Source: an optimization exercise on an open RTL-to-GDS flow (aim: small area, a short achievable clock period and few clock cycles per item). Production flows keep margins and buffers that such runs may drop.
The RTL was checked by simulation tests, not by an equivalence proof against the original design.

v38:
Design led_cube_node_to_coordinate_unit, start of the top module:
module led_cube_node_to_coordinate_unit (
  input  wire logic        clk_i,
  input  wire logic        rst_ni,
  input  wire logic        start_i,
  output logic             busy_o,
  input  wire logic [17:0] node_index_i,
  output logic             done_o,
  output logic [5:0]       voxel_x_o,
  output logic [5:0]       voxel_y_o,
  output logic [5:0]       voxel_z_o,
  output logic             index_out_of_range_o,
  input  wire logic        cfg_we_i,
  input  wire logic [2:0]  cfg_idx_i,
  input  wire logic [6:0]  cfg_data_i
);
Size: about 2,100 cells after synthesis, about 330 flip-flops, roughly 53 I/O pins, roughly 16,000 um^2 of cells after synthesis.
export LEC_CHECK = 0
export ABC_AREA = 1
export CAP_MARGIN = 20
export CORE_MARGIN = 2
export CORE_UTILIZATION = 40
export CTS_CLUSTER_DIAMETER = 120
export CTS_CLUSTER_SIZE = 24
export SETUP_SLACK_MARGIN = 3.35
export SLEW_MARGIN = 20
export TNS_END_PERCENT = 5
create_clock -name core_clock -period 5.5 [get_ports {clk_i}]
standard.sh (not shown) runs the stock make flow with config.mk's settings and CLKGATE_MAP_FILE= SYNTH_SCRIPT=/design/flow/synth_recipe.tcl, a recipe that flattens the netlist after the stock synthesis.
==> flow/flow/run.sh <==
#!/bin/bash
# The standard layout, with the port buffers made of sky130_fd_sc_hd__buf_2 cells instead of
# the delay-buffer cells the resizer picks by default.
set -euo pipefail
bash standard.sh BUFFER_PORTS_ARGS="-buffer_cell sky130_fd_sc_hd__buf_2" finish > standard_make.log 2>&1
Testbench counts of v38, summed over its fixed seeds: cycles 32,448, items 32,000.
What v5 does differently from v38 at the input level:
Settings: CORE_UTILIZATION now 55, was 40; TNS_END_PERCENT now 0, was 5; SETUP_SLACK_MARGIN now 3.3, was 3.35.
==> comparison <==
- Delta (v5 minus v38): detailed-route vias per instance went up about 4.4%; non-clock buffer count went down 3.9%.
- Looking at launch point of the critical path, the w_m1_q[0] result is from v5; the p14_v_q one comes from v38.
- Of the two candidates, v38 has the better relative slew slack and v5 the worse one.
- v38 → v5: global placement routability congestion increased by 0.042 relative to the old numbers; setup slack of the critical path after layout decreased by 0.028 ns relative to the old numbers.
### v5 -> v9
Settings: a change of SETUP_SLACK_MARGIN from 3.3 to 3.35; a change of CTS_CLUSTER_SIZE from 24 to 30; a deleted TNS_END_PERCENT that had been 0; a change of CTS_CLUSTER_DIAMETER from 120 to 150; a change of CORE_UTILIZATION from 55 to 40.
[summary]
- The final layout from v9, which completed every stage, passed the timing, design-rule and antenna checks at the end of the flow.
- v5 ran to completion and came out clean on the timing, design-rule and antenna checks.
- Compared v9 vs v5, and total number of vias is up in v9.
- Re sequential cell count: no difference whatsoever between v5 and v9.
- Fmax, v9 vs v5: up slightly
- On storage element area, v5 and v9 are basically level.
- v5 leaves less setup margin than v9.
- Worst setup slack for register-to-register paths: v9 better than v5
- Going from v5 to v9, the design area was found to have gone up by 5.1%.
- Of v9 and v5, it is v9 that has the lower global-route track usage on met3.
- The wire length of the first global-routing pass number comes out higher for v9 vs v5.
[inputs] v59 vs v9
Settings: changing SLEW_MARGIN from 20 to 5; changing CAP_MARGIN from 20 to 5; changing SETUP_SLACK_MARGIN from 3.35 to 3.3; changing CTS_CLUSTER_SIZE from 30 to 24; changing CTS_CLUSTER_DIAMETER from 150 to 120; setting TNS_END_PERCENT to 0 for the first time.
Any difference in actual transition at the worst max-transition pin between v9 and v59 is small enough to ignore.
Looking only at final area, and setting everything else aside, the lower value of v9 and v59 goes to v59.
The sequential share of cell area of v59 is higher than that of v9.
Worst setup timing slack at the placement stage sits higher in v59 than in v9.
The cell area reported after detailed placement was comparable across v9 and v59.

========
red:
led_cube_node_to_coordinate_unit again, from the RTL that the note above started with.
// led_cube_node_to_coordinate_unit
module led_cube_node_to_coordinate_unit (
  input  wire logic        clk_i,
  input  wire logic        rst_ni,
  input  wire logic        start_i,
  output logic             busy_o,
  input  wire logic [17:0] node_index_i,
  output logic             done_o,
  output logic [5:0]       voxel_x_o,
  output logic [5:0]       voxel_y_o,
  output logic [5:0]       voxel_z_o,
  output logic             index_out_of_range_o,
  input  wire logic        cfg_we_i,
  input  wire logic [2:0]  cfg_idx_i,
  input  wire logic [6:0]  cfg_data_i
);
  logic [5:0] wdim_q, hdim_q, ddim_q;
  logic [2:0] corner_q, style_q;
  logic [1:0] sstyle_q;
  logic       layer_q;
  logic [5:0] dim_wr;
  logic [2:0] style_wr;
  assign dim_wr   = (cfg_data_i == 7'd0) ? 6'd0 : (cfg_data_i > 7'd64) ? 6'd63 : 6'(cfg_data_i - 7'd1);
  assign style_wr = (cfg_data_i[2:1] == 2'b11) ? 3'd0 : cfg_data_i[2:0];
  always_ff @(posedge clk_i or negedge rst_ni) begin
    if (!rst_ni) begin
      wdim_q   <= 6'd0;
      hdim_q   <= 6'd0;
      ddim_q   <= 6'd0;
      corner_q <= 3'd0;
      style_q  <= 3'd0;
      sstyle_q <= 2'd0;
      layer_q  <= 1'b0;
    end else if (cfg_we_i) begin
      case (cfg_idx_i)
        3'd0: wdim_q   <= dim_wr;
        3'd1: hdim_q   <= dim_wr;
        3'd2: ddim_q   <= dim_wr;
        3'd3: corner_q <= cfg_data_i[2:0];
        3'd4: style_q  <= style_wr;
        3'd5: sstyle_q <= (cfg_data_i[1:0] == 2'd3) ? 2'd0 : cfg_data_i[1:0];
        3'd6: layer_q  <= cfg_data_i[0];
        default: ;
      endcase
    end
  end
  function automatic logic [5:0] orient(input logic [5:0] i);
    logic [5:0] e;
    case (i)
      {3'd0, 3'd0}: e = {3'd3, 1'b0, 1'b0, 1'b0};
      {3'd0, 3'd1}: e = {3'd2, 1'b0, 1'b0, 1'b0};
      {3'd0, 3'd2}: e = {3'd5, 1'b0, 1'b0, 1'b0};
      {3'd0, 3'd3}: e = {3'd0, 1'b0, 1'b0, 1'b0};
      {3'd0, 3'd4}: e = {3'd1, 1'b0, 1'b0, 1'b0};
      {3'd0, 3'd5}: e = {3'd4, 1'b0, 1'b0, 1'b0};
      {3'd1, 3'd0}: e = {3'd3, 1'b1, 1'b0, 1'b0};
      {3'd1, 3'd1}: e = {3'd2, 1'b0, 1'b1, 1'b0};
      {3'd1, 3'd2}: e = {3'd5, 1'b1, 1'b0, 1'b0};
      {3'd1, 3'd3}: e = {3'd0, 1'b0, 1'b0, 1'b1};
      {3'd1, 3'd4}: e = {3'd1, 1'b0, 1'b0, 1'b1};
      {3'd1, 3'd5}: e = {3'd4, 1'b0, 1'b1, 1'b0};
      {3'd2, 3'd0}: e = {3'd3, 1'b0, 1'b0, 1'b1};
      {3'd2, 3'd1}: e = {3'd2, 1'b0, 1'b0, 1'b1};
  ...
==> flow/config.mk <==
export PLATFORM = sky130hd
export DESIGN_NAME = led_cube_node_to_coordinate_unit
export DESIGN_NICKNAME = led_cube_node_to_coordinate_unit
export VERILOG_FILES = /design/flow/design.v
export SDC_FILE = /design/flow/constraint.sdc
export NUM_CORES = 4
export LEC_CHECK = 0
export ABC_AREA = 1
export CAP_MARGIN = 20
export CORE_MARGIN = 2
export CORE_UTILIZATION = 40
export CTS_CLUSTER_DIAMETER = 120
export CTS_CLUSTER_SIZE = 24
export SETUP_SLACK_MARGIN = 3.4
export SLEW_MARGIN = 20
export TNS_END_PERCENT = 5
==> flow/constraint.sdc <==
create_clock -name core_clock -period 5.5 [get_ports {clk_i}]
set_input_delay 1.1000 -clock core_clock [delete_from_list [all_inputs] [get_ports {clk_i}]]
set_output_delay 1.1000 -clock core_clock [all_outputs]
set_load 0.01 [all_outputs]
Scripts as last shown in full above: flow/flow/run.sh
Testbench counts of red, summed over its fixed seeds: cycles 32,448, items 32,000.
Here is what was changed in the inputs of blue compared with red.
Settings: TNS_END_PERCENT: 5 -> 0; SETUP_SLACK_MARGIN: 3.4 -> 3.3.
Findings:
Wire length (lower): blue
Between red and blue, met3 routed wirelength is lower for blue, red comes in above that.
blue vs red: non-clock buffer count in the final layout down in blue
Of red and blue, blue shows the lower fraction of final layout cells with drive strength greater than 1, with red above it.

[static timing again, ports no longer ideal]
No port has a modelled driver above. Below, the same layouts with a new extraction and two added sets of constraints.
Step 1, drivers: a clkbuf_16 drives clk_i and a buf_2 each remaining input, both assumed.
Step 2 moves the port delays by t, midway between the first and last clock arrival at a register: inputs arrive t later, outputs are due t later. That takes back most of the time a late clock gives input paths.
Three values: no drivers, after step 1, after step 2; two values: the first two.
| run | shift t [ns] | setup slack, ns | clock arrival spread, ns |
|---|---|---|---|
| v38 | 0.579 | 3.373 / 3.320 / 2.892 | 0.025 / 0.025 |
| v5 | 0.560 | 3.345 / 3.324 / 2.920 | 0.025 / 0.025 |
| v9 | 0.555 | 3.381 / 3.328 / 2.933 | 0.036 / 0.036 |
| v59 | 0.580 | 3.373 / 3.320 / 2.892 | 0.024 / 0.024 |
| red | 0.579 | 3.372 / 3.319 / 2.921 | 0.025 / 0.025 |
| blue | 0.580 | 3.373 / 3.320 / 2.892 | 0.024 / 0.024 |
After both steps setup and hold are still met in every run listed.
